Context: an optimization exercise on an open-source flow, tuned for small area and a short achievable clock period. The choices shown serve that exercise and are no tape-out recipe.
In this exercise RTL edits were held to simulation tests only and were not proved equivalent to the original.
Power and IR drop assume default switching activity.

==> design.v <==
`timescale 1ns/1ns
package cpuPkg;
  typedef logic [16-1:0] word_t;
  typedef logic [3:0] regIndex_t;
  typedef enum logic [3:0] {
    OP_NOP   = 4'd0,
    OP_ADD   = 4'd1,
    OP_SUB   = 4'd2,
    OP_AND   = 4'd3,
    OP_OR    = 4'd4,
    OP_XOR   = 4'd5,
    OP_MOVI  = 4'd6,
    OP_ADDI  = 4'd7,
    OP_CMPEQ = 4'd8,
    OP_CMPGT = 4'd9,
    OP_LOAD  = 4'd10,
    OP_BT    = 4'd11,
    OP_BF    = 4'd12,
    OP_JR    = 4'd13
  } opcode_t;
  typedef enum logic [2:0] {
    ALU_PASS, ALU_ADD, ALU_SUB, ALU_AND, ALU_OR, ALU_XOR, ALU_CMPEQ, ALU_CMPGT
  } aluOp_t;
  typedef enum logic [1:0] {MEM_NONE, MEM_LOAD} memOp_t;
  typedef enum logic [2:0] {JUMP_NONE, JUMP_REL, JUMP_REG} jumpOp_t;
  typedef enum logic [1:0] {BYP_FILE, BYP_EX, BYP_ME, BYP_IMM} bypassSel_t;
endpackage
`timescale 1ns/1ns
module adder16 (
  input  logic [15:0] a,
  input  logic [15:0] b,
  input  logic        cin,
  input  logic        selSum,
  input  logic [15:0] other,
  input  logic        rmSign,
  input  logic        cmpGt,
  input  logic        tWrite,
  input  logic        tNow,
  input  logic        reset,
  output logic [15:0] result,
  output logic        tNext,
  output logic [15:0] andAB,
  output logic [15:0] xorAB
);
  logic [15:0] g, p, gp, sum;
  logic        eq, tIfCarry, tIfNoCarry;
  assign andAB = a & b;
  assign xorAB = a ^ b;
  always_comb begin
    g = andAB;
    p = xorAB;
    g[0] = g[0] | (p[0] & cin);
    gp = p;
    for (int l = 0; l < 4; l++) begin
      for (int i = 15; i >= 0; i--) begin
        if (((i >> l) & 1) == 1) begin
          g[i]  = g[i] | (gp[i] & g[((i >> l) << l) - 1]);
          gp[i] = gp[i] & gp[((i >> l) << l) - 1];
        end
      end
    end
  end
  assign sum    = p ^ {g[14:0], cin};
  assign result = selSum ? sum : other;
  assign eq         = xorAB == 16'd0;
  logic cmpIfCarry, cmpIfNoCarry;
  assign cmpIfCarry   = (cmpGt & (!a[15] | rmSign)) | (!cmpGt & eq);
  assign cmpIfNoCarry = (cmpGt & (!a[15] & rmSign)) | (!cmpGt & eq);
  assign tIfCarry     = !reset & ((tWrite & cmpIfCarry) | (!tWrite & tNow));
  assign tIfNoCarry   = !reset & ((tWrite & cmpIfNoCarry) | (!tWrite & tNow));
  assign tNext        = (g[14] & tIfCarry) | (!g[14] & tIfNoCarry);
endmodule
module addS8 (
  input  logic [15:0] a,
  input  logic [7:0]  b,
  output logic [15:0] y
);
  logic [7:0] g, p, gp, hi, inc, dec;
  logic       allOnes, allZeros, carry;
  always_comb begin
    g = a[7:0] & b;
    p = a[7:0] ^ b;
    gp = p;
    for (int l = 0; l < 3; l++) begin
      for (int i = 7; i >= 0; i--) begin
        if (((i >> l) & 1) == 1) begin
          g[i]  = g[i] | (gp[i] & g[((i >> l) << l) - 1]);
          gp[i] = gp[i] & gp[((i >> l) << l) - 1];
        end
      end
    end
    carry = g[7];
    hi = a[15:8];
    allOnes  = 1'b1;
    allZeros = 1'b1;
    for (int i = 0; i < 8; i++) begin
      inc[i]   = hi[i] ^ allOnes;
      dec[i]   = hi[i] ^ allZeros;
      allOnes  = allOnes & hi[i];
      allZeros = allZeros & !hi[i];
    end
    y[7:0] = p ^ {g[6:0], 1'b0};
    if (carry && !b[7])      y[15:8] = inc;
    else if (!carry && b[7]) y[15:8] = dec;
    else                     y[15:8] = hi;
  end
endmodule
`timescale 1ns/1ns
module cpu (
  input  logic          clk,
  input  logic          reset,
  output logic [15:0]   bAddr,
  input  logic [15:0]   bMemRead,
  output logic [15:0]   aAddr,
  input  logic [15:0]   aMemRead,
  output logic [15:0]   ifPc,
  output logic [15:0]   ifIr,
  output logic [15:0]   exCalResult,
  output logic [1:0]    exMemControl,
  output logic [3:0]    meRegisterT,
  output logic          meWriteEnable,
  output logic [15:0]   meCalResult,
  output logic          tFlag,
  output logic [175:0]  registerValue
);
  logic [15:0] pc;
  logic [15:0] idIr;
  logic        inDelaySlot;
  logic [3:0]  exRegisterT;
  logic        exWriteEnable;
  logic        exLoad;
  logic [15:0] regs [11];
  logic [15:0] opS, opM;
  logic        sFromEx, sFromMe, mFromEx, mFromMe;
  logic [3:0] op;
  assign op = idIr[15:12];
  logic isAdd, isSub, isAnd, isOr, isXor, isMovi, isAddi, isCmpEq, isCmpGt, isLoad;
  logic isBt, isBf, isJr;
  assign isAdd   = op == 4'd1;
  assign isSub   = op == 4'd2;
  assign isAnd   = op == 4'd3;
  assign isOr    = op == 4'd4;
  assign isXor   = op == 4'd5;
  assign isMovi  = op == 4'd6;
  assign isAddi  = op == 4'd7;
  assign isCmpEq = op == 4'd8;
  assign isCmpGt = op == 4'd9;
  assign isLoad  = op == 4'd10;
  assign isBt    = op == 4'd11;
  assign isBf    = op == 4'd12;
  assign isJr    = op == 4'd13;
  logic decWriteEnable;
  assign decWriteEnable = (op >= 4'd1 && op <= 4'd7) || isLoad;
  logic [15:0] rs, rm;
  assign rs = sFromEx ? exCalResult : (sFromMe ? meCalResult : opS);
  assign rm = mFromEx ? exCalResult : (mFromMe ? meCalResult : opM);
  logic        invert, carryIn;
  logic [15:0] bOp, p, g, other, result;
  logic        selSum, selG, selP, selRm, tNext;
  assign bOp = rm ^ {16{invert}};
  assign selSum = isAdd || isAddi || isSub;
  assign selG   = isAnd || isOr;
  assign selP   = isXor || isOr;
  assign selRm  = !(selSum || selG || selP);
  assign other  = ({16{selG}} & g) | ({16{selP}} & p) | ({16{selRm}} & rm);
  adder16 aluAdder (.a(rs), .b(bOp), .cin(carryIn), .selSum(selSum), .other(other),
                    .rmSign(rm[15]), .cmpGt(isCmpGt), .tWrite(isCmpEq || isCmpGt), .tNow(tFlag),
                    .reset(reset), .result(result), .tNext(tNext),
                    .andAB(g), .xorAB(p));
  logic [7:0] immA;
  always_comb begin
    if (isMovi)      immA = idIr[7:0];
    else if (isAddi) immA = {{4{idIr[3]}}, idIr[3:0]};
    else if (isLoad) immA = {4'b0, idIr[3:0]};
    else             immA = 8'd0;
  end
  logic [15:0] addrNext;
  addS8 addrAdder (.a(rs), .b(immA), .y(addrNext));
  logic jumpRel, jumpReg;
  assign jumpRel = !inDelaySlot && ((isBt && tFlag) || (isBf && !tFlag));
  assign jumpReg = !inDelaySlot && isJr;
  logic [15:0] pcAdd;
  addS8 pcAdder (.a(pc), .b(jumpRel ? idIr[7:0] : 8'd1), .y(pcAdd));
  logic [15:0] nxtIr;
  assign nxtIr = {reset ? 8'd0 : bMemRead[15:8], bMemRead[7:0]};
  logic [3:0] nS, nM;
  logic       nImm;
  assign nS   = bMemRead[7:4];
  assign nM   = bMemRead[3:0];
  assign nImm = nxtIr[15:13] == 3'b011;   
  logic [15:0] readS, readM, immM;
  logic [10:0] hitReg;
  logic        sHit, mHit;
  always_comb begin
    readS = 16'd0;
    readM = 16'd0;
    sHit  = 1'b0;
    mHit  = 1'b0;
    for (int i = 0; i < 11; i++) begin
      hitReg[i] = meWriteEnable && meRegisterT == 4'(i);
      readS = readS | ({16{nS == 4'(i) && !hitReg[i]}} & regs[i]);
      readM = readM | ({16{nM == 4'(i) && !hitReg[i]}} & regs[i]);
      sHit  = sHit | (nS == 4'(i) && hitReg[i]);
      mHit  = mHit | (nM == 4'(i) && hitReg[i]);
    end
    readS = readS | ({16{sHit}} & meCalResult);
    readM = readM | ({16{mHit}} & meCalResult);
  end
  assign immM = nxtIr[12] ? {{12{nxtIr[3]}}, nxtIr[3:0]} : {{8{nxtIr[7]}}, nxtIr[7:0]};
  always_ff @(posedge clk) begin
    if (reset) begin
      pc            <= 16'd0;
      exWriteEnable <= 1'b0;
      meWriteEnable <= 1'b0;
      meCalResult   <= 16'd0;
    end else begin
      pc            <= jumpReg ? rs : pcAdd;
      exWriteEnable <= decWriteEnable;
      meWriteEnable <= exWriteEnable;
      meCalResult   <= exLoad ? aMemRead : exCalResult;
    end
    idIr        <= nxtIr;
    tFlag       <= tNext;
    invert      <= nxtIr[15:12] == 4'd2 || nxtIr[15:12] == 4'd9;
    carryIn     <= nxtIr[15:12] == 4'd2;
    inDelaySlot <= jumpRel || jumpReg;
    exLoad      <= isLoad;
    opS         <= readS;
    opM         <= nImm ? immM : readM;
    sFromEx     <= nS < 4'd11 && decWriteEnable && idIr[11:8] == nS;
    sFromMe     <= nS < 4'd11 && exWriteEnable && exRegisterT == nS;
    mFromEx     <= !nImm && nM < 4'd11 && decWriteEnable && idIr[11:8] == nM;
    mFromMe     <= !nImm && nM < 4'd11 && exWriteEnable && exRegisterT == nM;
    exCalResult <= result;
    exRegisterT <= idIr[11:8];
    aAddr       <= addrNext;
    meRegisterT <= exRegisterT;
  end
  logic [15:0] writeValue;
  assign writeValue = reset ? 16'd0 : meCalResult;
  always_ff @(posedge clk) begin
    for (int i = 0; i < 11; i++) begin
      if (reset || (meWriteEnable && meRegisterT == 4'(i))) regs[i] <= writeValue;
    end
  end
  always_comb begin
    for (int i = 0; i < 11; i++) registerValue[16*i +: 16] = regs[i];
  end
  assign bAddr        = pc;
  assign ifPc         = pc;
  assign ifIr         = bMemRead;
  assign exMemControl = {1'b0, exLoad};
endmodule
==> flow/run.sh <==
#!/bin/bash
# The standard layout, with these changes:
#  - synthesis: flow/my_synth.tcl (abc scripts flow/map.abc for the adder
#    modules, flow/top.abc for the rest; no full/half adder cells);
#  - ports are buffered with the smallest buffer instead of a delay cell;
#  - after global placement, flow/split_feedthrough.tcl gives the fetch
#    logic behind each bMemRead input buffer a buffer of its own;
#  - clock tree synthesis without dummy loads, with clkbuf_4 only.
# Everything else (floorplan, tap cells, power grid, placement, CTS,
# routing) is the standard flow's own flow, run through standard.sh.
set -euo pipefail
here=$(pwd)
bash standard.sh ADDER_MAP_FILE= SYNTH_SCRIPT="$here/flow/my_synth.tcl" \
  "BUFFER_PORTS_ARGS=-buffer_cell sky130_fd_sc_hd__buf_1" \
  "POST_GLOBAL_PLACE_TCL=$here/flow/split_feedthrough.tcl" \
  "CTS_ARGS=-sink_clustering_enable -repair_clock_nets -dont_use_dummy_load -sink_clustering_size 20 -buf_list sky130_fd_sc_hd__clkbuf_4" \
  finish > "$here/standard_flow.log" 2>&1
==> flow/map.abc <==
strash
map
topo
stime -c
buffer -c
upsize -c
dnsize -c
==> flow/my_synth.tcl <==
# The standard synthesis script (synth_recipe.tcl) with two changes:
#  - abc maps the adder modules with flow/map.abc (plain mapping of the
#    prefix trees as written) and the rest with flow/top.abc (area-leaning),
#    instead of ORFS's speed script;
#  - the adder modules keep their own hierarchy while abc maps, so abc sees
#    each adder alone; they are flattened at the end, as synth_recipe.tcl does.
# Flip-flops are mapped before abc and all live in the top module, so the
# registers, their names and cells are those of the standard synthesis.
set ::my_dir [file dirname [file normalize [info script]]]
set ::my_keep_done 0
proc abc {args} {
  set i [lsearch -exact $args -script]
  if { $i < 0 } { yosys abc {*}$args; return }
  set j [expr {$i + 1}]
  yosys abc {*}[lreplace $args $j $j $::my_dir/map.abc] adder16 addS8
  yosys abc {*}[lreplace $args $j $j $::my_dir/top.abc] cpu
}
proc synth {args} {
  if { !$::my_keep_done } {
    set ::my_keep_done 1
    yosys setattr -mod -set keep_hierarchy 1 adder16 addS8
  }
  yosys synth -nofsm -noshare {*}$args
}
source $::env(SCRIPTS_DIR)/synth.tcl
# left out here: clear keep_hierarchy, flatten, clean up, hide names made inside functions, write 1_2_yosys.v
==> flow/split_feedthrough.tcl <==
# ifIr is bMemRead passed straight through. After port buffering, each
# bMemRead input buffer also drives the fetch-stage logic; give that logic a
# buffer of its own so the pass-through path only sees the output buffer.
foreach i {0 1 2 3 4 5 6 7 8 9 10 11 12 13 14 15} {
  set port_net [get_nets "bMemRead\[$i\]"]
  set ibuf_in [get_pins -of_objects $port_net -filter "direction == input"]
  if { [llength $ibuf_in] != 1 } { continue }
  set ibuf [get_cells -of_objects $ibuf_in]
  set ibuf_out [get_pins -of_objects $ibuf -filter "direction == output"]
  set net [get_nets -of_objects $ibuf_out]
  set out_net [get_nets "ifIr\[$i\]"]
  set obuf_out [get_pins -of_objects $out_net -filter "direction == output"]
  set obuf_name [get_full_name [get_cells -of_objects $obuf_out]]
  set loads {}
  foreach p [get_pins -of_objects $net -filter "direction == input"] {
    if { [get_full_name [get_cells -of_objects $p]] ne $obuf_name } { lappend loads $p }
  }
  if { [llength $loads] > 1 } {
    insert_buffer -buffer_cell sky130_fd_sc_hd__buf_2 -net $net -load_pins $loads
  }
}
==> flow/top.abc <==
strash
&get -n
&fraig -x
&put
scorr
dc2
strash
&get -n
&dch -f
&nf
&put
==> standard.sh <==
#!/bin/bash
# synth_recipe.tcl (not shown) runs the flow's synth.tcl, then flattens the netlist and writes it again
# the make line also repeats each setting of config.mk as NAME=value (left out here)
make -C /OpenROAD-flow-scripts/flow DESIGN_CONFIG=/design/flow/config.mk WORK_HOME=/design/flow/orfs CLKGATE_MAP_FILE= SYNTH_SCRIPT=/design/flow/synth_recipe.tcl "${@:-finish}"
==> config.mk <==
export PLATFORM = sky130hd
export DESIGN_NAME = cpu
export DESIGN_NICKNAME = cpu
export VERILOG_FILES = /design/flow/design.v
export SDC_FILE = /design/flow/constraint.sdc
export NUM_CORES = 4
export LEC_CHECK = 0
export CAP_MARGIN = 20
export CORE_MARGIN = 2
export CORE_UTILIZATION = 40
export SETUP_SLACK_MARGIN = 3.0
export SLEW_MARGIN = 20
==> constraint.sdc <==
create_clock -name core_clock -period 6.0 [get_ports {clk}]
set_input_delay 1.2000 -clock core_clock [delete_from_list [all_inputs] [get_ports {clk}]]
set_output_delay 1.2000 -clock core_clock [all_outputs]
set_load 0.01 [all_outputs]
==> flow_summary.json, run 1 <==
{
  "grt_pass1_wl_mm": 91.3,
  "io_pins": 314,
  "place_hpwl_mm": 42.4,
  "start_util_pct": 40.5,
  "synth_fp_nets": 1562,
  "first_iter_violations": 2213,
  "p_switching_uw": 1790,
  "grt_setup_unrepaired": "false",
  "placed_area_mm2": 0.0174,
  "fmax_mhz": 346,
  "synth_ff_type": "edfxtp_1",
  "syn-cell-area_mm2": 0.0156,
  "worst_setup_path_start_kind": "input pin",
  "yosysSeqAreaShare_pct": 50.7,
  "hold_viol_final": 0,
  "synth_edf_count": 176,
  "skew_ns": 0.106,
  "fin_util_pct": 47.4,
  "netlist-cell-type-count": 77,
  "max-cap-violations": 0,
  "io_buffers": 312,
  "fp.dieW_um": 202,
  "cpMaxStageDelayCell": "buf_1",
  "place_ws_ns": 2.01,
  "fin_crit_sh_pct": 48.2,
  "critPathMaxStageDelay_ns": 0.31,
  "worstPathArrival_ns": 1.69,
  "insertion_delay_ns": 0.79,
  "fillers": 3782,
  "synth_xor_area_share_pct": 5.79,
  "ys_ff_latch": 307,
  "path_max_fanout": 2,
  "syn2layout_area_growth_pct": 17.0,
  "vias_per_cell": 6.07,
  "critical_path.top_delay_family": "buffers and inverters",
  "clock_path_buffers": 3,
  "p_int_uw": 3460,
  "final_cell_mix": "buf_1 (311), nand2_1 (216), edfxtp_1 (176)",
  "cts_num_sinks": 307,
  "track_usage_pct": 30.0,
  "comb_power_share_pct": 20.8,
  "grt_overflow": 0,
  "pwr-share-seq_pct": 51.6,
  "muxShareOfSynthArea_pct": 3.08,
  "critical_path_class": "in2out",
  "final_common_cell": "buf_1",
  "drv_slew": 0,
  "fp-row-count": 72,
  "path_clk_slew_ns": 0.06,
  "wl_per_cell_um": 25.6,
  "leakage_uw": 0.00697,
  "hold_class": "reg2reg",
  "finalInstanceArea_mm2": 0.0183,
  "die_h_um": 202,
  "postRouteAntennaNets": 0,
  "ctsRootBufferMaster": "clkbuf_4",
  "status": "finished clean",
  "tightest_slew_ns": 1.16,
  "path_cells": "buf_1 -> buf_1",
  "cts_tree": "done",
  "nNetsFinal": 1969,
  "relSlewSlack_pct": 22.5,
  "yosysWarnings": 4,
  "reg2reg_slack_ns": 3.17,
  "first_global_vias": 14455,
  "first_pass_iters": 10,
  "yosys.area_share.simple_pct": 16.7,
  "grt_max_degree": 33,
  "h-tree-depth": 3,
  "cts_hold_buf": 0,
  "clock_power_share_pct": 27.6,
  "required_ns": 4.80,
  "cp-end-kind": "output pin",
  "path_buf_inv": 2,
  "vias": 14893,
  "numCtsBuffers": 84,
  "coreArea_mm2": 0.0386,
  "swShare_pct": 34.1,
  "synth_top_family_by_area": "compound AO/OA/AOI/OAI gates",
  "setup_slack_ns": 3.11,
  "syn_inst": 1528,
  "p_per_area_mw_per_mm2": 288,
  "post-route-min-period_ns": 2.89,
  "ir_drop_mv": 0.168,
  "synth-compound-area-share_pct": 18.8,
  "drt-total-wl_mm": 62.7,
  "cp_common_cell": "buf_1",
  "drc": 0,
  "antenna_found_initial": 2,
  "setup_violations": 0,
  "synth_area_per_cell_um2": 10.2,
  "synth_async_sr_flop_share_pct": 0,
  "synthAdderAreaFrac_pct": 0.465,
  "drive_gt1_share_pct": 11.0,
  "tns_ns": 0,
  "die_area_mm2": 0.0406
}
[cells in the mapped netlist (all sizes together) (35+ instances only)]
cell type	number	share of area, %
dfxtp	131	17
a22oi	38	1.8
nor3	35	1.1
inv	72	1.7
edfxtp	176	34
xor2	73	4.4
mux2i	48	3.1
o21ai	69	2.4
nand2	226	5.6
buf	44	2.1
nand3	54	1.7
a21oi	55	1.9
a222oi	94	6.0
nor2	106	2.6
[logic make-up (layout without fill, tap and decap cells)]
logic type / Yosys count / count (layout)
AOI/OAI and AO/OA: 383 / 383
xor gates and xnor gates: 94 / 94
adders and majority gates: 7 / 7
buffers and inverters: 142 / 546
DFF: 307 / 307
muxes: 48 / 48
other: 1 / 2
and+or+nand+nor: 546 / 547
[state kept, by name (all words and copies together) (netlist names), 4 cells and up]
name         count
meRegisterT      4
idIr            16
aAddr           16
opS             16
opM             16
exRegisterT      4
regs           176
exCalResult     16
pc              16
meCalResult     16
[power groups by stage]
stage / Combinational, uW / Clock (uW) / Sequential, uW
floorplan: 630 / 0 / 2710
global placement: 1050 / 0 / 2750
detailed placement: 1070 / 0 / 2750
CTS: 1080 / 1480 / 2710
global route: 1190 / 1580 / 2730
finish: 1090 / 1450 / 2710
[per-layer routing]
layer | global-route usage [%] | up-vias | share of wire, %
li1 | - | 6583 | -
met1 | 38.1 | 7024 | 39
met2 | 46.2 | 1069 | 44
met3 | 9.72 | 215 | 12
met4 | 14.2 | 2 | 4.3
met5 | 0 | - | 0.021
[Yosys stat by module, one instance, submodules excluded]
module	times used	cells inside	cell area (um2)
adder16	1	218	1270
cpu	1	1050	12800
addS8	2	130	791
[through the flow]
stage | hold WS (ns) | total power [uW] | instances
global route | 0.406 | 5500 | 2452
detailed placement | 0.391 | 3810 | 2359
floorplan | 0.373 | 3340 | 1528
CTS | 0.399 | 5270 | 2444
finish | 0.393 | 5260 | 2452
global placement | 0.393 | 3800 | 2347
[area by class of cell]
class	count	area [um2]	share of cell area [%]
Clock buffer	84	631	3.45
Tap cell	518	648	3.55
Antenna cell	1	2.50	0.0137
Sequential cell	307	7920	43.4
Multi-Input combinational cell	1080	7120	39.0
Timing Repair Buffer	370	1600	8.75
Inverter	92	345	1.89
[final timing paths]
path,start,to,depth (start not counted)
max,bMemRead[4],ifIr[4],2
min,exRegisterT[0],meRegisterT[0],0
max reg2reg,meCalResult[2],exCalResult[12],11
min reg2reg,exRegisterT[0],meRegisterT[0],0
[what timing repair did]
item,in CTS,in global routing
pin swaps,1,4
gates cloned,1,0
setup buffers,0,6
setup endpoints to repair,53,53
gates resized for setup,22,25
==> run 2: changes to the inputs <==
--- a/config.mk
+++ b/config.mk
@@ -10,3 +10,3 @@
 export CORE_UTILIZATION = 40
-export SETUP_SLACK_MARGIN = 3.0
+export SETUP_SLACK_MARGIN = 3.2
 export SLEW_MARGIN = 20
==> flow_summary.json, run 2 <==
{
  "status": "finished clean",
  "grt_setup_unrepaired": "true",
  "drc": 0,
  "first_global_vias": 14359,
  "fin_crit_sh_pct": 47.9,
  "largest_reg_flops": 176,
  "critical_path_class": "in2reg",
  "nNetsFinal": 1989,
  "syn_inst": 1528,
  "cts_tree": "done",
  "path_cells": "buf_1 -> buf_2 -> or4b_1 -> nor3_1 -> nor4_1 -> nand3_2 -> a211o_1",
  "hold_class": "reg2reg",
  "die_area_mm2": 0.0406,
  "h-tree-depth": 3,
  "fp-row-count": 72,
  "fmax_mhz": 348,
  "synth_area_leader_cell": "edfxtp_1",
  "clock_path_buffers": 3,
  "worst_setup_path_start_kind": "input pin",
  "io_pins": 314,
  "synth_ff_type": "edfxtp_1",
  "crit_cells": 7,
  "io_buffers": 312,
  "netlist-cell-type-count": 77,
  "grt_pass1_wl_mm": 90.3,
  "grt_max_degree": 38,
  "whs_ns": 0.403,
  "cpMaxStageDelayCell": "nand3_2",
  "first_iter_violations": 2225,
  "path_buf_inv": 2,
  "postRouteAntennaNets": 0,
  "path_max_fanout": 16,
  "syn-cell-area_mm2": 0.0156,
  "place_hpwl_mm": 41.4,
  "ys_ff_latch": 307,
  "insertion_delay_ns": 0.79,
  "first_pass_iters": 12,
  "synth_top_area_share_pct": 33.9,
  "start_util_pct": 40.5,
  "cts_num_sinks": 307,
  "crit_start": "bMemRead[4]",
  "tightest_slew_ns": 1.18,
  "path_clk_slew_ns": 0.06,
  "whs_path_depth": 0,
  "post-route-min-period_ns": 2.87,
  "skew_ns": 0.109,
  "synth_common_cells": "nand2_1 (217), edfxtp_1 (176), dfxtp_1 (131)",
  "synth_async_sr_flop_share_pct": 0,
  "finalPower_uw": 5280,
  "ctsRootBufferMaster": "clkbuf_4",
  "leakage_uw": 0.00715,
  "vias_per_cell": 6.10,
  "drt-total-wl_mm": 62.1,
  "hold_viol_final": 0,
  "regMostFlops": "regs",
  "final_cell_mix": "buf_1 (302), nand2_1 (216), edfxtp_1 (176)",
  "required_ns": 6.62,
  "track_usage_pct": 29.4,
  "cts_hold_buf": 0,
  "synth_area_leaders": "edfxtp_1 (34%), dfxtp_1 (17%), a222oi_1 (6.0%), nand2_1 (5.2%), xor2_1 (3.7%)",
  "min_from": "exRegisterT[3]",
  "yosysWarnings": 4,
  "final_common_cell": "buf_1",
  "tns_ns": 0,
  "numCtsBuffers": 84,
  "max-cap-violations": 0,
  "critPathMaxStageDelay_ns": 0.53,
  "reg2reg_depth": 7,
  "synth_area_per_cell_um2": 10.2,
  "synth_fp_nets": 1562,
  "coreArea_mm2": 0.0386,
  "synth_edf_count": 176,
  "p_per_area_mw_per_mm2": 281,
  "drv_slew": 0,
  "wl_per_cell_um": 25.1,
  "setup_violations": 0,
  "drive_gt1_share_pct": 14.5,
  "antenna_found_initial": 1,
  "r2r-start": "meRegisterT[1]",
  "relSlewSlack_pct": 21.0,
  "vias": 15088,
  "grt_overflow": 0,
  "cp-end-kind": "flip-flop",
  "syn2layout_area_growth_pct": 20.3,
  "ir_drop_mv": 0.160,
  "die_h_um": 202,
  "worstPathArrival_ns": 3.49,
  "fin_util_pct": 48.7,
  "synth.most_common_cell": "nand2_1",
  "fp.dieW_um": 202,
  "critical_path.top_delay_family": "simple AND/OR/NAND/NOR gates",
  "yosysSeqAreaShare_pct": 50.7
}
[run 2: cell counts after synthesis]
Identical to the previous run, type by type.
[run 2: final timing paths]
path,to,slack (ns)
max,opS[15],3.13
min,meRegisterT[3],0.40
max reg2reg,opS[10],3.34
min reg2reg,meRegisterT[3],0.40
[run 2: metal layers]
metal / vias up / track usage, % / wire length (um)
met3: 243 / 9.39 / 7940
met2: 1166 / 44.3 / 27000
met4: 0 / 13.1 / 2740
met1: 7058 / 38.5 / 24400
li1: 6621 / - / -
met5: - / 0 / 0
[run 2: kinds of logic (layout without fill, tap and decap cells)]
family | Yosys count | count (layout) | synth area share (%)
AND/OR/NAND/NOR | 546 | 549 | 16.7
AO/OA/AOI/OAI | 383 | 384 | 18.8
flip-flops | 307 | 307 | 50.7
buffers and inverters | 142 | 563 | 4.47
XOR/XNOR | 94 | 94 | 5.79
multiplexers | 48 | 48 | 3.08
adder cells (fa/ha/maj) | 7 | 7 | 0.465
other | 1 | 2 | 0.0240
[run 2: layout make-up]
class / instances / area [um2]
clock buffers: 84 / 631
fillers: 3665 / 19800
multi-input cells: 1083 / 7390
well taps: 518 / 648
inverters: 92 / 345
flip-flops and latches: 307 / 7930
repair buffers: 387 / 1820
diodes: 1 / 2.50
[run 2: what timing repair did]
item	CTS	global route
gates resized for setup	53	63
pin swaps	4	9
cloned	1	3
setup buffers	3	30
setup endpoints to repair	80	108
[run 2: report_power, final]
group	leakage, uW	internal (uW)	switching [uW]
registers	0.00291	2460	257
clock network	0.000386	633	806
logic	0.00385	395	732
total	0.00715	3490	1790
[run 2: through the flow]
| stage | worst slack [ns] | instance area, um2 | cells |
|---|---|---|---|
| final | 3.13 | 18800 | 2472 |
| after global routing | 3.12 | 18800 | 2472 |
| after CTS | 3.20 | 18200 | 2438 |
| after detailed placement | 2.01 | 17400 | 2350 |
| after global placement | 1.96 | 17300 | 2338 |
| after floorplan | 3.18 | 15600 | 1528 |
[run 2: Yosys stat by module, one instance, submodules excluded]
module,flip-flops and latches,copies in the design,cells inside
addS8,0,2,130
adder16,0,1,218
cpu,307,1,1050
==> run 3: changes to the inputs <==
--- a/config.mk
+++ b/config.mk
@@ -10,3 +10,3 @@
 export CORE_UTILIZATION = 40
-export SETUP_SLACK_MARGIN = 3.2
+export SETUP_SLACK_MARGIN = 3.1
 export SLEW_MARGIN = 20
==> flow_summary.json, run 3 <==
{
  "synth_top_area_share_pct": 33.9,
  "place_hpwl_mm": 41.7,
  "syn-cell-area_mm2": 0.0156,
  "grt_max_degree": 39,
  "synth.most_common_cell": "nand2_1",
  "reg2reg_depth": 11,
  "start_util_pct": 40.5,
  "critical_path.top_delay_family": "buffers and inverters",
  "tns_ns": 0,
  "coreArea_mm2": 0.0386,
  "met1_usage_pct": 38.5,
  "ys_ff_latch": 307,
  "hold_viol_final": 0,
  "wl_per_cell_um": 25.3,
  "fin_util_pct": 47.6,
  "numCtsBuffers": 85,
  "die_h_um": 202,
  "whs_path_depth": 0,
  "r2r-start": "meCalResult[5]",
  "hold_class": "reg2reg",
  "grt_overflow": 0,
  "insertion_delay_ns": 0.79,
  "nNetsFinal": 1973,
  "syn2layout_area_growth_pct": 17.6,
  "cp_common_cell": "buf_1",
  "r2r_end": "exCalResult[10]",
  "cpMaxStageDelayCell": "buf_1",
  "synth_ff_type": "edfxtp_1",
  "first_pass_iters": 10,
  "leakage_uw": 0.00700,
  "multiInputGateArea_mm2": 0.00718,
  "fp.dieW_um": 202,
  "synth_area_leaders": "edfxtp_1 (34%), dfxtp_1 (17%), a222oi_1 (6.0%), nand2_1 (5.2%), xor2_1 (3.7%)",
  "antenna_found_initial": 1,
  "cts_hold_buf": 0,
  "synth_area_per_cell_um2": 10.2,
  "cts_tree": "done",
  "top_usage_layer": "met2",
  "status": "finished clean",
  "path_clk_slew_ns": 0.05,
  "io_pins": 314,
  "fillers": 3746,
  "post-route-min-period_ns": 2.88,
  "synth_edf_count": 176,
  "die_area_mm2": 0.0406,
  "ir_drop_mv": 0.167,
  "h-tree-depth": 3,
  "skew_ns": 0.103,
  "largest_reg_flops": 176,
  "vias_per_cell": 6.06,
  "fp-row-count": 72,
  "regArea_mm2": 0.00793,
  "worst_setup_path_start_kind": "input pin",
  "track_usage_pct": 29.5,
  "pwr-share-seq_pct": 51.8,
  "worstPathArrival_ns": 1.68,
  "drv_slew": 0,
  "p_int_uw": 3480,
  "critPathMaxStageDelay_ns": 0.27,
  "first_iter_violations": 2409,
  "met3_usage_pct": 8.94,
  "fin_crit_sh_pct": 48.0,
  "p_switching_uw": 1770,
  "min_from": "exRegisterT[3]",
  "drive_gt1_share_pct": 11.7,
  "synth_common_cells": "nand2_1 (217), edfxtp_1 (176), dfxtp_1 (131)",
  "synth_async_sr_flop_share_pct": 0,
  "drc": 0,
  "path_buf_inv": 2,
  "swShare_pct": 33.8,
  "clock_path_buffers": 3,
  "max-cap-violations": 0,
  "syn_inst": 1528,
  "regMostFlops": "regs",
  "clock_power_share_pct": 27.3,
  "synth_fp_nets": 1562,
  "comb_power_share_pct": 20.9,
  "setup_violations": 0,
  "grt_pass1_wl_mm": 90.2,
  "path_cells": "buf_1 -> buf_1",
  "whs_endpoint": "meRegisterT[3]",
  "cts_num_sinks": 307,
  "required_ns": 4.80,
  "cp-end-kind": "output pin",
  "path_max_fanout": 2,
  "vias": 14876,
  "fmax_mhz": 347,
  "relSlewSlack_pct": 21.5,
  "netlist-cell-type-count": 77,
  "critical_path_class": "in2out",
  "reg2reg_slack_ns": 3.26,
  "final_cell_mix": "buf_1 (310), nand2_1 (216), edfxtp_1 (176)",
  "ctsRootBufferMaster": "clkbuf_4",
  "first_global_vias": 14337,
  "use_met2_pct": 45.5,
  "synth_area_leader_cell": "edfxtp_1",
  "final_common_cell": "buf_1",
  "tightest_slew_ns": 1.18,
  "drt-total-wl_mm": 62.0,
  "io_buffers": 312,
  "yosysSeqAreaShare_pct": 50.7,
  "postRouteAntennaNets": 0,
  "p_per_area_mw_per_mm2": 286,
  "yosysWarnings": 4,
  "grt_setup_unrepaired": "false"
}
-- run 3: cell counts after synthesis --
Identical to the previous run, type by type.
-- run 3: what timing repair did --
action,CTS,global route
buffers inserted,0,11
gates resized for setup,25,41
pin swaps,1,7
endpoints found under the setup margin,50,61
cloned,1,1
-- run 3: logic make-up (layout without fill, tap and decap cells) --
group                      Yosys count  after routing  synth area share (%)
AOI/OAI and AO/OA                  383            383                  18.8
muxes                               48             48                  3.08
DFF                                307            307                  50.7
adders and majority gates            7              7                 0.465
and+or+nand+nor                    546            548                  16.7
buffers and inverters              142            549                  4.47
other                                1              2                0.0240
xor gates and xnor gates            94             94                  5.79
-- run 3: worst max path at each step --
stage	from	end	slack [ns]	cells past startpoint
3_5_place_dp	idIr[13]	pc[11]	2.11	12
2_1_floorplan	bMemRead[4]	opS[12]	3.05	6
3_3_place_gp	bMemRead[3]	opM[0]	2.07	7
4_1_cts	sFromMe	aAddr[9]	3.08	10
5_1_grt	idIr[15]	pc[10]	3.08	15
6_report	bMemRead[0]	ifIr[0]	3.12	2
-- run 3: routing by layer --
layer  part of all wire (%)  vias to the layer above
li1                       -                     6570
met1                     39                     6987
met3                     13                      228
met4                    3.9                        0
met5                      0                        -
met2                     44                     1091
-- run 3: area by class of cell --
type | instances | area share (%)
Tap cell | 518 | 3.53
Multi-Input combinational cell | 1081 | 39.1
Inverter | 92 | 1.88
Sequential cell | 307 | 43.2
Clock buffer | 85 | 3.48
Antenna cell | 1 | 0.0136
Timing Repair Buffer | 372 | 8.78
-- run 3: per-module statistics from Yosys (local to each module, per instance) --
| module | flip-flops and latches | cells | times used |
|---|---|---|---|
| addS8 | 0 | 130 | 2 |
| adder16 | 0 | 218 | 1 |
| cpu | 307 | 1050 | 1 |
-- run 3: power by group through the flow --
stage / Combinational [uW] / Sequential, uW / Clock (uW)
global placement: 1050 / 2750 / 0
floorplan: 631 / 2710 / 0
finish: 1100 / 2720 / 1430
CTS: 1070 / 2710 / 1480
detailed placement: 1060 / 2750 / 0
global route: 1200 / 2730 / 1570
-- run 3: stage by stage --
| stage | std cells | instance area [um2] | power (uW) | worst slack (ns) | hold slack, ns |
|---|---|---|---|---|---|
| finish | 2456 | 18300 | 5250 | 3.12 | 0.394 |
| detailed placement | 2357 | 17400 | 3810 | 2.11 | 0.386 |
| global route | 2456 | 18300 | 5500 | 3.08 | 0.409 |
| global placement | 2347 | 17400 | 3790 | 2.07 | 0.389 |
| floorplan | 1528 | 15600 | 3340 | 3.05 | 0.373 |
| CTS | 2443 | 18100 | 5250 | 3.08 | 0.399 |
==> run 4: changes to the inputs <==
--- a/config.mk
+++ b/config.mk
@@ -10,2 +10,3 @@
 export CORE_UTILIZATION = 40
+export PLACE_DENSITY = 0.8
 export SETUP_SLACK_MARGIN = 3.1
==> flow_summary.json, run 4 <==
{
  "ctsRootBufferMaster": "clkbuf_4",
  "synth_area_per_cell_um2": 10.2,
  "worstPathArrival_ns": 3.41,
  "hold_class": "reg2reg",
  "cp-end-kind": "flip-flop",
  "max-cap-violations": 0,
  "cts_tree": "done",
  "ir_drop_mv": 0.166,
  "reg2reg_depth": 11,
  "clock_path_buffers": 3,
  "synth_area_leader_cell": "edfxtp_1",
  "grt_setup_unrepaired": "true",
  "fillers": 3633,
  "grt_pass1_wl_mm": 88.8,
  "relSlewSlack_pct": 21.2,
  "drc": 0,
  "die_h_um": 202,
  "synth.most_common_cell": "nand2_1",
  "final_cell_mix": "buf_1 (311), nand2_1 (216), edfxtp_1 (176)",
  "vias_per_cell": 6.27,
  "nNetsFinal": 1967,
  "final_common_cell": "buf_1",
  "setup_slack_ns": 3.16,
  "worst_setup_path_start_kind": "input pin",
  "first_iter_violations": 2867,
  "netlist-cell-type-count": 77,
  "regMostFlops": "regs",
  "p_per_area_mw_per_mm2": 285,
  "syn-cell-area_mm2": 0.0156,
  "required_ns": 6.57,
  "numCtsBuffers": 81,
  "synth_async_sr_flop_share_pct": 0,
  "synth_edf_count": 176,
  "wl_per_cell_um": 24.9,
  "cts_hold_buf": 0,
  "track_usage_pct": 28.7,
  "first_global_vias": 14542,
  "io_buffers": 312,
  "first_pass_iters": 12,
  "cts_num_sinks": 307,
  "whs_path_depth": 0,
  "skew_ns": 0.0965,
  "place_hpwl_mm": 41.8,
  "syn_inst": 1528,
  "ys_ff_latch": 307,
  "synth_fp_nets": 1562,
  "die_area_mm2": 0.0406,
  "insertion_delay_ns": 0.74,
  "drv_slew": 0,
  "status": "finished clean",
  "largest_reg_flops": 176,
  "place_ws_ns": 2.02,
  "drt-total-wl_mm": 61.1,
  "fp-row-count": 72,
  "grt_overflow": 0,
  "yosysSeqAreaShare_pct": 50.7,
  "hold_viol_final": 0,
  "path_clk_slew_ns": 0.06,
  "antenna_found_initial": 2,
  "synth_top_area_share_pct": 33.9,
  "synth_common_cells": "nand2_1 (217), edfxtp_1 (176), dfxtp_1 (131)",
  "synth_area_leaders": "edfxtp_1 (34%), dfxtp_1 (17%), a222oi_1 (6.0%), nand2_1 (5.2%), xor2_1 (3.7%)",
  "postRouteAntennaNets": 0,
  "synth_ff_type": "edfxtp_1",
  "coreArea_mm2": 0.0386,
  "yosysWarnings": 4,
  "critical_path_class": "in2reg",
  "path_max_fanout": 16,
  "post-route-min-period_ns": 2.84,
  "placed_area_mm2": 0.0174,
  "h-tree-depth": 3,
  "syn2layout_area_growth_pct": 17.4,
  "drive_gt1_share_pct": 11.4,
  "start_util_pct": 40.5,
  "leakage_uw": 0.00698,
  "tightest_slew_ns": 1.18,
  "tns_ns": 0,
  "setup_violations": 0,
  "io_pins": 314,
  "grt_max_degree": 33,
  "fmax_mhz": 353,
  "fin_crit_sh_pct": 47.3,
  "finalInstanceArea_mm2": 0.0183,
  "vias": 15353,
  "fp.dieW_um": 202
}
-- run 4: cell types whose count changed in the layout (fill, tap and decap cells not counted), sizes merged --
cell / previous run / this run
nand2: 226 / 227
clkbuf: 87 / 82
buf: 370 / 368
-- run 4: per-module statistics from Yosys, one instance, submodules excluded --
module | cells inside | flops+latches | copies in the design
cpu | 1050 | 307 | 1
addS8 | 130 | 0 | 2
adder16 | 218 | 0 | 1
-- run 4: report_power, final --
part	total, uW	leakage (uW)	switching [uW]	internal (uW)
Sequential	2720	0.00291	262	2460
Clock	1400	0.000373	787	612
Combinational	1100	0.00370	729	373
-- run 4: timing repair --
action	4_1_cts	5_1_grt
endpoints found under the setup margin	53	51
pin swaps	1	7
endpoints found under the hold margin	0	0
cloned	0	3
resized for setup	27	42
setup buffers	3	7
-- run 4: worst paths after layout --
check | from | endpoint | slack (ns)
min | exRegisterT[2] | meRegisterT[2] | 0.40
min reg2reg | exRegisterT[2] | meRegisterT[2] | 0.40
max reg2reg | meCalResult[0] | exCalResult[12] | 3.21
max | bMemRead[6] | opS[0] | 3.16
-- run 4: worst max-delay path, cell delays in order --
cell     delay [ns]
buf_1          0.16
buf_2          0.33
or4b_1         0.24
nor3_1         0.07
nor4_1         0.37
nand3_2        0.51
a21oi_1        0.40
nand3_1        0.12
-- run 4: routing by layer --
metal	routed length, um	GRT usage (%)
met5	13	0
met3	8580	9.25
met2	26700	43.7
met1	22300	36.4
met4	3490	14.7
-- run 4: cells by family (layout without fill, tap and decap cells) --
| kind of cell | Yosys count | count (layout) | share of synthesized area, % |
|---|---|---|---|
| compound gates | 383 | 383 | 18.8 |
| simple gates | 546 | 549 | 16.7 |
| mux | 48 | 48 | 3.08 |
| fa+ha+maj | 7 | 7 | 0.465 |
| other cells | 1 | 2 | 0.0240 |
| buf+inv | 142 | 542 | 4.47 |
| flops | 307 | 307 | 50.7 |
| xor+xnor | 94 | 94 | 5.79 |
-- run 4: cell type report --
type | instances | area (um2) | share of cell area [%]
antenna | 1 | 2.50 | 0.0137
multi-input combinational | 1082 | 7190 | 39.2
timing repair buffer | 369 | 1600 | 8.71
clock buffer | 81 | 608 | 3.32
sequential | 307 | 7930 | 43.3
inverter | 92 | 345 | 1.88
tap | 518 | 648 | 3.54
-- run 4: metrics by stage --
stage | std cells | hold slack, ns | total power, uW | utilization [%]
2_1_floorplan | 1528 | 0.373 | 3340 | -
3_3_place_gp | 2343 | 0.388 | 3780 | 45.0
3_5_place_dp | 2355 | 0.388 | 3810 | 45.2
4_1_cts | 2439 | 0.401 | 5190 | 47.0
5_1_grt | 2450 | 0.403 | 5430 | 47.5
6_report | 2450 | 0.402 | 5220 | 47.5
==> run 5: changes to the inputs <==
--- a/config.mk
+++ b/config.mk
@@ -10,3 +10,3 @@
 export CORE_UTILIZATION = 40
-export PLACE_DENSITY = 0.8
+export PLACE_DENSITY = 0.7
 export SETUP_SLACK_MARGIN = 3.1
==> flow_summary.json, run 5 <==
{
  "yosysWarnings": 4,
  "grt_pass1_wl_mm": 88.3,
  "synth_fp_nets": 1562,
  "multiInputGateArea_mm2": 0.00717,
  "final_cell_mix": "buf_1 (311), nand2_1 (216), edfxtp_1 (176)",
  "numCtsBuffers": 80,
  "wl_per_cell_um": 24.8,
  "coreArea_mm2": 0.0386,
  "place_inst": 2355,
  "leakage_uw": 0.00694,
  "synth_edf_count": 176,
  "synth_async_sr_flop_share_pct": 0,
  "start_util_pct": 40.5,
  "syn2layout_area_growth_pct": 17.1,
  "path_cells": "buf_4 -> mux2i_1 -> o21ai_1 -> inv_1 -> maj3_1 -> o21bai_4 -> a21oi_4 -> o211a_1 -> o21bai_1 -> nand2_1",
  "skew_ns": 0.113,
  "path_clk_slew_ns": 0.06,
  "tightest_slew_ns": 1.19,
  "synth_area_per_cell_um2": 10.2,
  "regArea_mm2": 0.00792,
  "cpMaxStageDelayCell": "o21ai_1",
  "clock_path_buffers": 3,
  "hold_viol_final": 0,
  "worst_setup_path_start_kind": "flip-flop",
  "drt-total-wl_mm": 60.7,
  "vias": 15154,
  "synth_ff_type": "edfxtp_1",
  "io_buffers": 312,
  "synth_area_leader_cell": "edfxtp_1",
  "place_hpwl_mm": 41.0,
  "first_global_vias": 14569,
  "synth.most_common_cell": "nand2_1",
  "drv_slew": 0,
  "grt_setup_unrepaired": "true",
  "yosysSeqAreaShare_pct": 50.7,
  "grt_max_degree": 33,
  "io_pins": 314,
  "first_iter_violations": 2726,
  "insertion_delay_ns": 0.74,
  "max-cap-violations": 0,
  "path_max_fanout": 16,
  "die_area_mm2": 0.0406,
  "cp-end-kind": "flip-flop",
  "p_per_area_mw_per_mm2": 285,
  "critical_path_class": "reg2reg",
  "antenna_found_initial": 3,
  "nNetsFinal": 1965,
  "cts_hold_buf": 0,
  "synth_common_cells": "nand2_1 (217), edfxtp_1 (176), dfxtp_1 (131)",
  "drc": 0,
  "cts_tree": "done",
  "syn-cell-area_mm2": 0.0156,
  "fillers": 3694,
  "postRouteAntennaNets": 0,
  "synth_area_leaders": "edfxtp_1 (34%), dfxtp_1 (17%), a222oi_1 (6.0%), nand2_1 (5.2%), xor2_1 (3.7%)",
  "grt_overflow": 0,
  "ctsRootBufferMaster": "clkbuf_4",
  "post-route-min-period_ns": 2.84,
  "tns_ns": 0,
  "cts_num_sinks": 307,
  "die_h_um": 202,
  "largest_reg_flops": 176,
  "critPathMaxStageDelay_ns": 0.65,
  "required_ns": 6.52,
  "fmax_mhz": 352,
  "setup_violations": 0,
  "fp.dieW_um": 202,
  "regMostFlops": "regs",
  "syn_inst": 1528,
  "ys_ff_latch": 307,
  "netlist-cell-type-count": 77,
  "hold_class": "reg2reg",
  "drive_gt1_share_pct": 11.1,
  "fin_crit_sh_pct": 47.3,
  "status": "finished clean",
  "h-tree-depth": 3,
  "relSlewSlack_pct": 20.7,
  "fp-row-count": 72,
  "layoutNonFillerInstCount": 2449,
  "synth_top_area_share_pct": 33.9,
  "reg2reg_slack_ns": 3.16,
  "final_common_cell": "buf_1",
  "first_pass_iters": 14,
  "vias_per_cell": 6.19,
  "worstPathArrival_ns": 3.36,
  "track_usage_pct": 28.4,
  "ir_drop_mv": 0.192
}
## run 5: metrics by stage
step / power (uW) / instance area [um2] / util (%) / setup slack, ns / hold WS [ns]
after global routing: 5420 / 18300 / 47.4 / 3.03 / 0.411
after floorplan: 3340 / 15600 / - / 3.05 / 0.373
final: 5210 / 18300 / 47.4 / 3.16 / 0.397
after CTS: 5180 / 18100 / 46.9 / 3.11 / 0.399
after detailed placement: 3800 / 17400 / 45.2 / 2.06 / 0.383
after global placement: 3780 / 17300 / 45.0 / 2.06 / 0.385
## run 5: final timing paths
| check | cells past startpoint | end | start |
|---|---|---|---|
| setup / recovery | 10 | exCalResult[10] | sFromMe |
| hold / removal | 0 | meRegisterT[0] | exRegisterT[0] |
| setup reg to reg | 10 | exCalResult[10] | sFromMe |
| hold reg to reg | 0 | meRegisterT[0] | exRegisterT[0] |
## run 5: repair_timing
item | 4_1_cts | 5_1_grt
pin swaps | 1 | 5
resized for setup | 24 | 33
buffers inserted | 0 | 10
cloned | 1 | 1
endpoints found under the setup margin | 50 | 57
## run 5: power breakdown
group	leakage (uW)	internal, uW	switching [uW]	total (uW)
clock	0.000368	605	778	1380
combinational	0.00367	377	726	1100
sequential	0.00290	2460	260	2720
## run 5: cell type report
| type | instances | area share [%] |
|---|---|---|
| clock buffers | 80 | 3.29 |
| repair buffers | 369 | 8.66 |
| well taps | 518 | 3.55 |
| inverters | 92 | 1.89 |
| diodes | 2 | 0.0274 |
| flip-flops and latches | 307 | 43.4 |
| multi-input cells | 1081 | 39.2 |
## run 5: per-layer routing
layer  part of all wire [%]  routed length [um]  vias to the layer above  global-route usage [%]
met1                     38               23000                     7112                    36.3
met5                  0.021                  13                        -                       0
met2                     44               26700                     1214                    43.8
li1                       -                   -                     6561                       -
met3                     13                7980                      265                    9.25
met4                    5.0                3020                        2                    12.9
## run 5: cell families (layout without fill, tap and decap cells)
group                    count (synthesis)  after routing  share of synthesized area, %
AO/OA/AOI/OAI                          383            383                          18.8
XOR/XNOR                                94             94                          5.79
adder cells (fa/ha/maj)                  7              7                         0.465
buffers and inverters                  142            541                          4.47
flip-flops                             307            307                          50.7
multiplexers                            48             48                          3.08
other                                    1              3                        0.0240
AND/OR/NAND/NOR                        546            548                          16.7
## run 5: critical path: cells and delay by family, from the launching register on
family,cells,cell delay (ns)
AOI/OAI and AO/OA,5,1.29
adders and majority gates,1,0.42
buffers and inverters,2,0.44
DFF,1,0.31
muxes,1,0.13
and+or+nand+nor,1,0.09
## run 5: Yosys stat by module, one instance, submodules excluded
module   flip-flops and latches  copies in the design  area (um2)  cells inside
cpu                         307                     1       12800          1050
addS8                         0                     2         791           130
adder16                       0                     1        1270           218
==> run 6: changes to the inputs <==
--- a/config.mk
+++ b/config.mk
@@ -7,7 +7,6 @@
 export LEC_CHECK = 0
-export CAP_MARGIN = 20
+export CAP_MARGIN = 0
 export CORE_MARGIN = 2
 export CORE_UTILIZATION = 40
-export PLACE_DENSITY = 0.7
 export SETUP_SLACK_MARGIN = 3.1
-export SLEW_MARGIN = 20
+export SLEW_MARGIN = 0
==> flow_summary.json, run 6 <==
{
  "drt-total-wl_mm": 62.2,
  "grt_overflow": 0,
  "synth_async_sr_flop_share_pct": 0,
  "max-cap-violations": 0,
  "drc": 0,
  "whs_endpoint": "meRegisterT[3]",
  "grt_max_degree": 39,
  "synth_area_leaders": "edfxtp_1 (34%), dfxtp_1 (17%), a222oi_1 (6.0%), nand2_1 (5.2%), xor2_1 (3.7%)",
  "coreArea_mm2": 0.0386,
  "ir_drop_mv": 0.167,
  "start_util_pct": 40.5,
  "grt_pass1_wl_mm": 90.2,
  "hold_class": "reg2reg",
  "cp-end-kind": "output pin",
  "final_common_cell": "buf_1",
  "insertion_delay_ns": 0.80,
  "track_usage_pct": 29.5,
  "finalPower_uw": 5250,
  "synth_area_per_cell_um2": 10.2,
  "largest_reg_flops": 176,
  "synth.most_common_cell": "nand2_1",
  "worstPathArrival_ns": 1.68,
  "io_pins": 314,
  "first_iter_violations": 2409,
  "regMostFlops": "regs",
  "final_cell_mix": "buf_1 (310), nand2_1 (216), edfxtp_1 (176)",
  "worst_setup_path_start_kind": "input pin",
  "path_max_fanout": 2,
  "setup_violations": 0,
  "critPathMaxStageDelay_ns": 0.29,
  "netlist-cell-type-count": 77,
  "cts_num_sinks": 307,
  "fin_crit_sh_pct": 48.1,
  "tns_ns": 0,
  "numCtsBuffers": 85,
  "synth_fp_nets": 1562,
  "critical_path.top_delay_family": "buffers and inverters",
  "h-tree-depth": 3,
  "place_hpwl_mm": 41.7,
  "place_ws_ns": 2.11,
  "post-route-min-period_ns": 2.88,
  "yosysWarnings": 4,
  "yosysSeqAreaShare_pct": 50.7,
  "whs_path_depth": 0,
  "ys_ff_latch": 307,
  "drv_slew": 0,
  "fillers": 3747,
  "synth_edf_count": 176,
  "status": "finished clean",
  "vias_per_cell": 6.06,
  "leakage_uw": 0.00700,
  "relSlewSlack_pct": 20.4,
  "cp_common_cell": "buf_1",
  "vias": 14872,
  "synth_ff_type": "edfxtp_1",
  "syn-cell-area_mm2": 0.0156,
  "fmax_mhz": 347,
  "cpMaxStageDelayCell": "buf_1",
  "reg2reg_slack_ns": 3.25,
  "regArea_mm2": 0.00793,
  "layoutNonFillerInstCount": 2456,
  "antenna_found_initial": 1,
  "setup_slack_ns": 3.12,
  "critical_path_class": "in2out",
  "ctsRootBufferMaster": "clkbuf_4",
  "hold_viol_final": 0,
  "drive_gt1_share_pct": 11.6,
  "path_clk_slew_ns": 0.05,
  "synth_area_leader_cell": "edfxtp_1",
  "die_area_mm2": 0.0406,
  "syn_inst": 1528,
  "required_ns": 4.80,
  "path_buf_inv": 2,
  "synth_top_area_share_pct": 33.9,
  "multiInputGateArea_mm2": 0.00717,
  "min_from": "exRegisterT[3]",
  "fp.dieW_um": 202,
  "synth_common_cells": "nand2_1 (217), edfxtp_1 (176), dfxtp_1 (131)",
  "reg2reg_depth": 10,
  "syn2layout_area_growth_pct": 17.6,
  "path_cells": "buf_1 -> buf_1",
  "first_pass_iters": 13,
  "tightest_slew_ns": 1.19,
  "postRouteAntennaNets": 0,
  "fp-row-count": 72,
  "io_buffers": 312,
  "place_inst": 2357,
  "die_h_um": 202,
  "grt_setup_unrepaired": "false",
  "r2r-start": "meCalResult[6]",
  "skew_ns": 0.104,
  "clock_path_buffers": 3,
  "wl_per_cell_um": 25.3,
  "whs_ns": 0.394,
  "cts_tree": "done",
  "first_global_vias": 14337,
  "nNetsFinal": 1973,
  "p_per_area_mw_per_mm2": 286,
  "r2r_end": "exCalResult[10]"
}
-- run 6: cell counts after synthesis --
Identical to the previous run, type by type.
-- run 6: layer usage --
metal / GRT usage (%) / vias to the layer above / share of wire (%)
met3: 8.94 / 228 / 12
met1: 38.5 / 6974 / 39
met2: 45.5 / 1099 / 44
met5: 0 / - / 0
li1: - / 6571 / -
met4: 12.7 / 0 / 4.0
-- run 6: modules after synthesis, one instance, submodules excluded --
module   flip-flops and latches  copies in the design  cells  cell area [um2]
addS8                         0                     2    130              791
adder16                       0                     1    218             1270
cpu                         307                     1   1050            12800
-- run 6: area by class of cell --
type	count	share of cell area (%)
tap	518	3.53
inverter	92	1.88
timing repair buffer	372	8.78
sequential	307	43.2
clock buffer	85	3.48
antenna	1	0.0136
multi-input combinational	1081	39.1
-- run 6: kinds of logic after synthesis --
logic type	share of synthesized area [%]
flip-flops	50.7
AND/OR/NAND/NOR	16.7
XOR/XNOR	5.79
AO/OA/AOI/OAI	18.8
buffers and inverters	4.47
other	0.0240
adder cells (fa/ha/maj)	0.465
multiplexers	3.08
-- run 6: through the flow --
| stage | util, % | cell area (um2) |
|---|---|---|
| 2_1_floorplan | - | 15600 |
| 3_3_place_gp | 45.1 | 17400 |
| 3_5_place_dp | 45.2 | 17400 |
| 4_1_cts | 47.0 | 18100 |
| 5_1_grt | 47.6 | 18300 |
| 6_report | 47.6 | 18300 |
-- run 6: timing repair --
item	4_1_cts	5_1_grt
gates resized for setup	25	42
buffers inserted	0	11
hold buffers	0	0
pin swaps	1	7
cloned	1	1
setup endpoints to repair	50	62
-- run 6: power breakdown --
part / total [uW] / internal, uW / leakage, uW / switching [uW]
sequential: 2720 / 2460 / 0.00291 / 256
combinational: 1100 / 376 / 0.00370 / 723
clock: 1440 / 639 / 0.000391 / 796
-- run 6: worst max path at each step --
stage                     slack (ns)  cells after the start        start        to
final                           3.12                      2  bMemRead[4]   ifIr[4]
after global routing            3.08                     15     idIr[15]    pc[10]
after CTS                       3.08                     10      sFromMe  aAddr[9]
after detailed placement        2.11                     12     idIr[13]    pc[11]
after global placement          2.07                      7  bMemRead[3]    opM[0]
after floorplan                 3.05                      6  bMemRead[4]   opS[12]
==> run 7: changes to the inputs <==
--- a/config.mk
+++ b/config.mk
@@ -10,2 +10,3 @@
 export CORE_UTILIZATION = 40
+export PLACE_DENSITY = 0.7
 export SETUP_SLACK_MARGIN = 3.1
==> flow_summary.json, run 7 <==
{
  "drc": 0,
  "synth_area_leaders": "edfxtp_1 (34%), dfxtp_1 (17%), a222oi_1 (6.0%), nand2_1 (5.2%), xor2_1 (3.7%)",
  "fp-row-count": 72,
  "yosysWarnings": 4,
  "placed_area_mm2": 0.0174,
  "ir_drop_mv": 0.190,
  "fmax_mhz": 354,
  "hold_viol_final": 0,
  "largest_reg_flops": 176,
  "tns_ns": 0,
  "synth_top_area_share_pct": 33.9,
  "worst_setup_path_start_kind": "input pin",
  "grt_pass1_wl_mm": 88.2,
  "nNetsFinal": 1965,
  "skew_ns": 0.121,
  "syn2layout_area_growth_pct": 17.1,
  "hold_class": "reg2reg",
  "die_h_um": 202,
  "cts_tree": "done",
  "synth_area_per_cell_um2": 10.2,
  "path_clk_slew_ns": 0.06,
  "numCtsBuffers": 80,
  "synth_fp_nets": 1562,
  "grt_max_degree": 33,
  "p_per_area_mw_per_mm2": 285,
  "coreArea_mm2": 0.0386,
  "cp-end-kind": "output pin",
  "first_pass_iters": 14,
  "h-tree-depth": 3,
  "place_ws_ns": 2.06,
  "insertion_delay_ns": 0.75,
  "place_hpwl_mm": 41.0,
  "regMostFlops": "regs",
  "first_iter_violations": 2775,
  "vias": 15205,
  "setup_slack_ns": 3.18,
  "clock_path_buffers": 3,
  "syn-cell-area_mm2": 0.0156,
  "start_util_pct": 40.5,
  "postRouteAntennaNets": 0,
  "path_cells": "buf_1 -> buf_1",
  "io_buffers": 312,
  "finalPower_uw": 5210,
  "critical_path.top_delay_family": "buffers and inverters",
  "path_buf_inv": 2,
  "antenna_found_initial": 3,
  "first_global_vias": 14564,
  "required_ns": 4.80,
  "fin_crit_sh_pct": 47.0,
  "ys_ff_latch": 307,
  "track_usage_pct": 28.4,
  "drt-total-wl_mm": 60.6,
  "synth_async_sr_flop_share_pct": 0,
  "synth_area_leader_cell": "edfxtp_1",
  "netlist-cell-type-count": 77,
  "io_pins": 314,
  "critical_path_class": "in2out",
  "vias_per_cell": 6.21,
  "grt_overflow": 0,
  "relSlewSlack_pct": 14.9,
  "drv_slew": 0,
  "ctsRootBufferMaster": "clkbuf_4",
  "tightest_slew_ns": 1.28,
  "die_area_mm2": 0.0406,
  "finalInstanceArea_mm2": 0.0183,
  "wl_per_cell_um": 24.8,
  "drive_gt1_share_pct": 11.1,
  "cp_common_cell": "buf_1",
  "cts_num_sinks": 307,
  "status": "finished clean",
  "syn_inst": 1528,
  "final_common_cell": "buf_1",
  "synth_ff_type": "edfxtp_1",
  "worstPathArrival_ns": 1.62,
  "max-cap-violations": 0,
  "grt_setup_unrepaired": "true",
  "synth.most_common_cell": "nand2_1",
  "setup_violations": 0,
  "synth_edf_count": 176,
  "cpMaxStageDelayCell": "buf_1",
  "synth_common_cells": "nand2_1 (217), edfxtp_1 (176), dfxtp_1 (131)",
  "critPathMaxStageDelay_ns": 0.26,
  "path_max_fanout": 2,
  "final_cell_mix": "buf_1 (311), nand2_1 (216), edfxtp_1 (176)",
  "yosysSeqAreaShare_pct": 50.7,
  "post-route-min-period_ns": 2.82,
  "fp.dieW_um": 202,
  "leakage_uw": 0.00694
}
==> run 7: cell count changes in the layout (fill, tap and decap cells not counted), moves of 2 or more <==
cell and change:
buf_2 +2, or2_1 +2, buf_4 -4, xor2_1 -2
a21oi_2 -2, xor2_2 +2, or2_0 -2, clkbuf_4 -5
dfxtp_4 -2, dfxtp_2 +3, o21ai_2 -2
==> run 7: final timing paths <==
path | end | start | cells after the start | slack [ns]
setup / recovery | ifIr[7] | bMemRead[7] | 2 | 3.18
hold / removal | meRegisterT[0] | exRegisterT[0] | 0 | 0.40
setup reg to reg | exCalResult[10] | sFromMe | 10 | 3.19
hold reg to reg | meRegisterT[0] | exRegisterT[0] | 0 | 0.40
==> run 7: power by group <==
part	switching (uW)	leakage (uW)	internal (uW)
Clock	781	0.000368	605
Combinational	725	0.00367	377
Sequential	259	0.00290	2460
==> run 7: area by class of cell <==
| class | count | area, um2 |
|---|---|---|
| antenna | 2 | 5.00 |
| clock buffer | 80 | 601 |
| fill | 3696 | 20300 |
| sequential | 307 | 7920 |
| timing repair buffer | 369 | 1580 |
| tap | 518 | 648 |
| inverter | 92 | 345 |
| multi-input combinational | 1081 | 7170 |
==> run 7: logic make-up after synthesis <==
logic type               synth area share [%]
multiplexers                             3.08
other                                  0.0240
AND/OR/NAND/NOR                          16.7
buffers and inverters                    4.47
flip-flops                               50.7
AO/OA/AOI/OAI                            18.8
XOR/XNOR                                 5.79
adder cells (fa/ha/maj)                 0.465
==> run 7: layer usage <==
metal | vias to the layer above | global-route usage (%) | part of all wire, %
met5 | - | 0 | 0.021
met4 | 2 | 13.0 | 5.3
met3 | 284 | 9.15 | 14
met2 | 1243 | 43.8 | 44
met1 | 7108 | 36.3 | 37
li1 | 6568 | - | -
==> run 7: per-module statistics from Yosys, one instance, submodules excluded <==
module   area, um2  copies in the design
cpu          12800                     1
adder16       1270                     1
addS8          791                     2
==> run 7: metrics by stage <==
step,utilization [%],instances,hold WS (ns)
CTS,46.9,2436,0.399
global route,47.4,2448,0.411
floorplan,-,1528,0.373
finish,47.4,2449,0.398
global placement,45.0,2343,0.385
detailed placement,45.2,2355,0.383
==> run 7: what timing repair did <==
item / CTS / global route
gates resized for setup: 24 / 33
endpoints found under the setup margin: 50 / 57
setup buffers: 0 / 10
hold buffers: 0 / 0
pin swaps: 1 / 5
gates cloned: 1 / 1

static timing again, ports no longer ideal:
The flow's constraints put no driver on any port. The routed layouts listed below were extracted and timed again, unchanged, in two steps.
Step 1 (the two cells are an assumption about what drives the block):
set clk [get_ports {clk}]
set_driving_cell -lib_cell sky130_fd_sc_hd__clkbuf_16 $clk
set_driving_cell -lib_cell sky130_fd_sc_hd__buf_2 [delete_from_list [all_inputs] $clk]
Step 2, shift: input delay + t, output delay - t, t = (earliest + latest rising clock arrival at the registers) / 2. This alone moves slack from input paths to output paths.
a / b / c = ideal / step 1 / step 2; a / b = the first two.
run	t, ns	setup slack, ns	latest minus earliest clock arrival (ns)
run 1	0.793	3.106 / 3.084 / 2.388	0.110 / 0.111
run 2	0.779	3.128 / 3.149 / 2.370	0.109 / 0.109
run 3	0.794	3.118 / 3.089 / 2.391	0.104 / 0.103
run 4	0.736	3.165 / 3.168 / 2.449	0.097 / 0.097
run 5	0.730	3.162 / 3.153 / 2.518	0.114 / 0.113
run 6	0.799	3.116 / 3.086 / 2.397	0.104 / 0.105
run 7	0.737	3.179 / 3.155 / 2.505	0.121 / 0.121
After both steps every run listed still meets setup and hold. The setup slack of run 2, which loses most, moves by +0.021 ns with the drivers and by -0.758 ns with both steps.
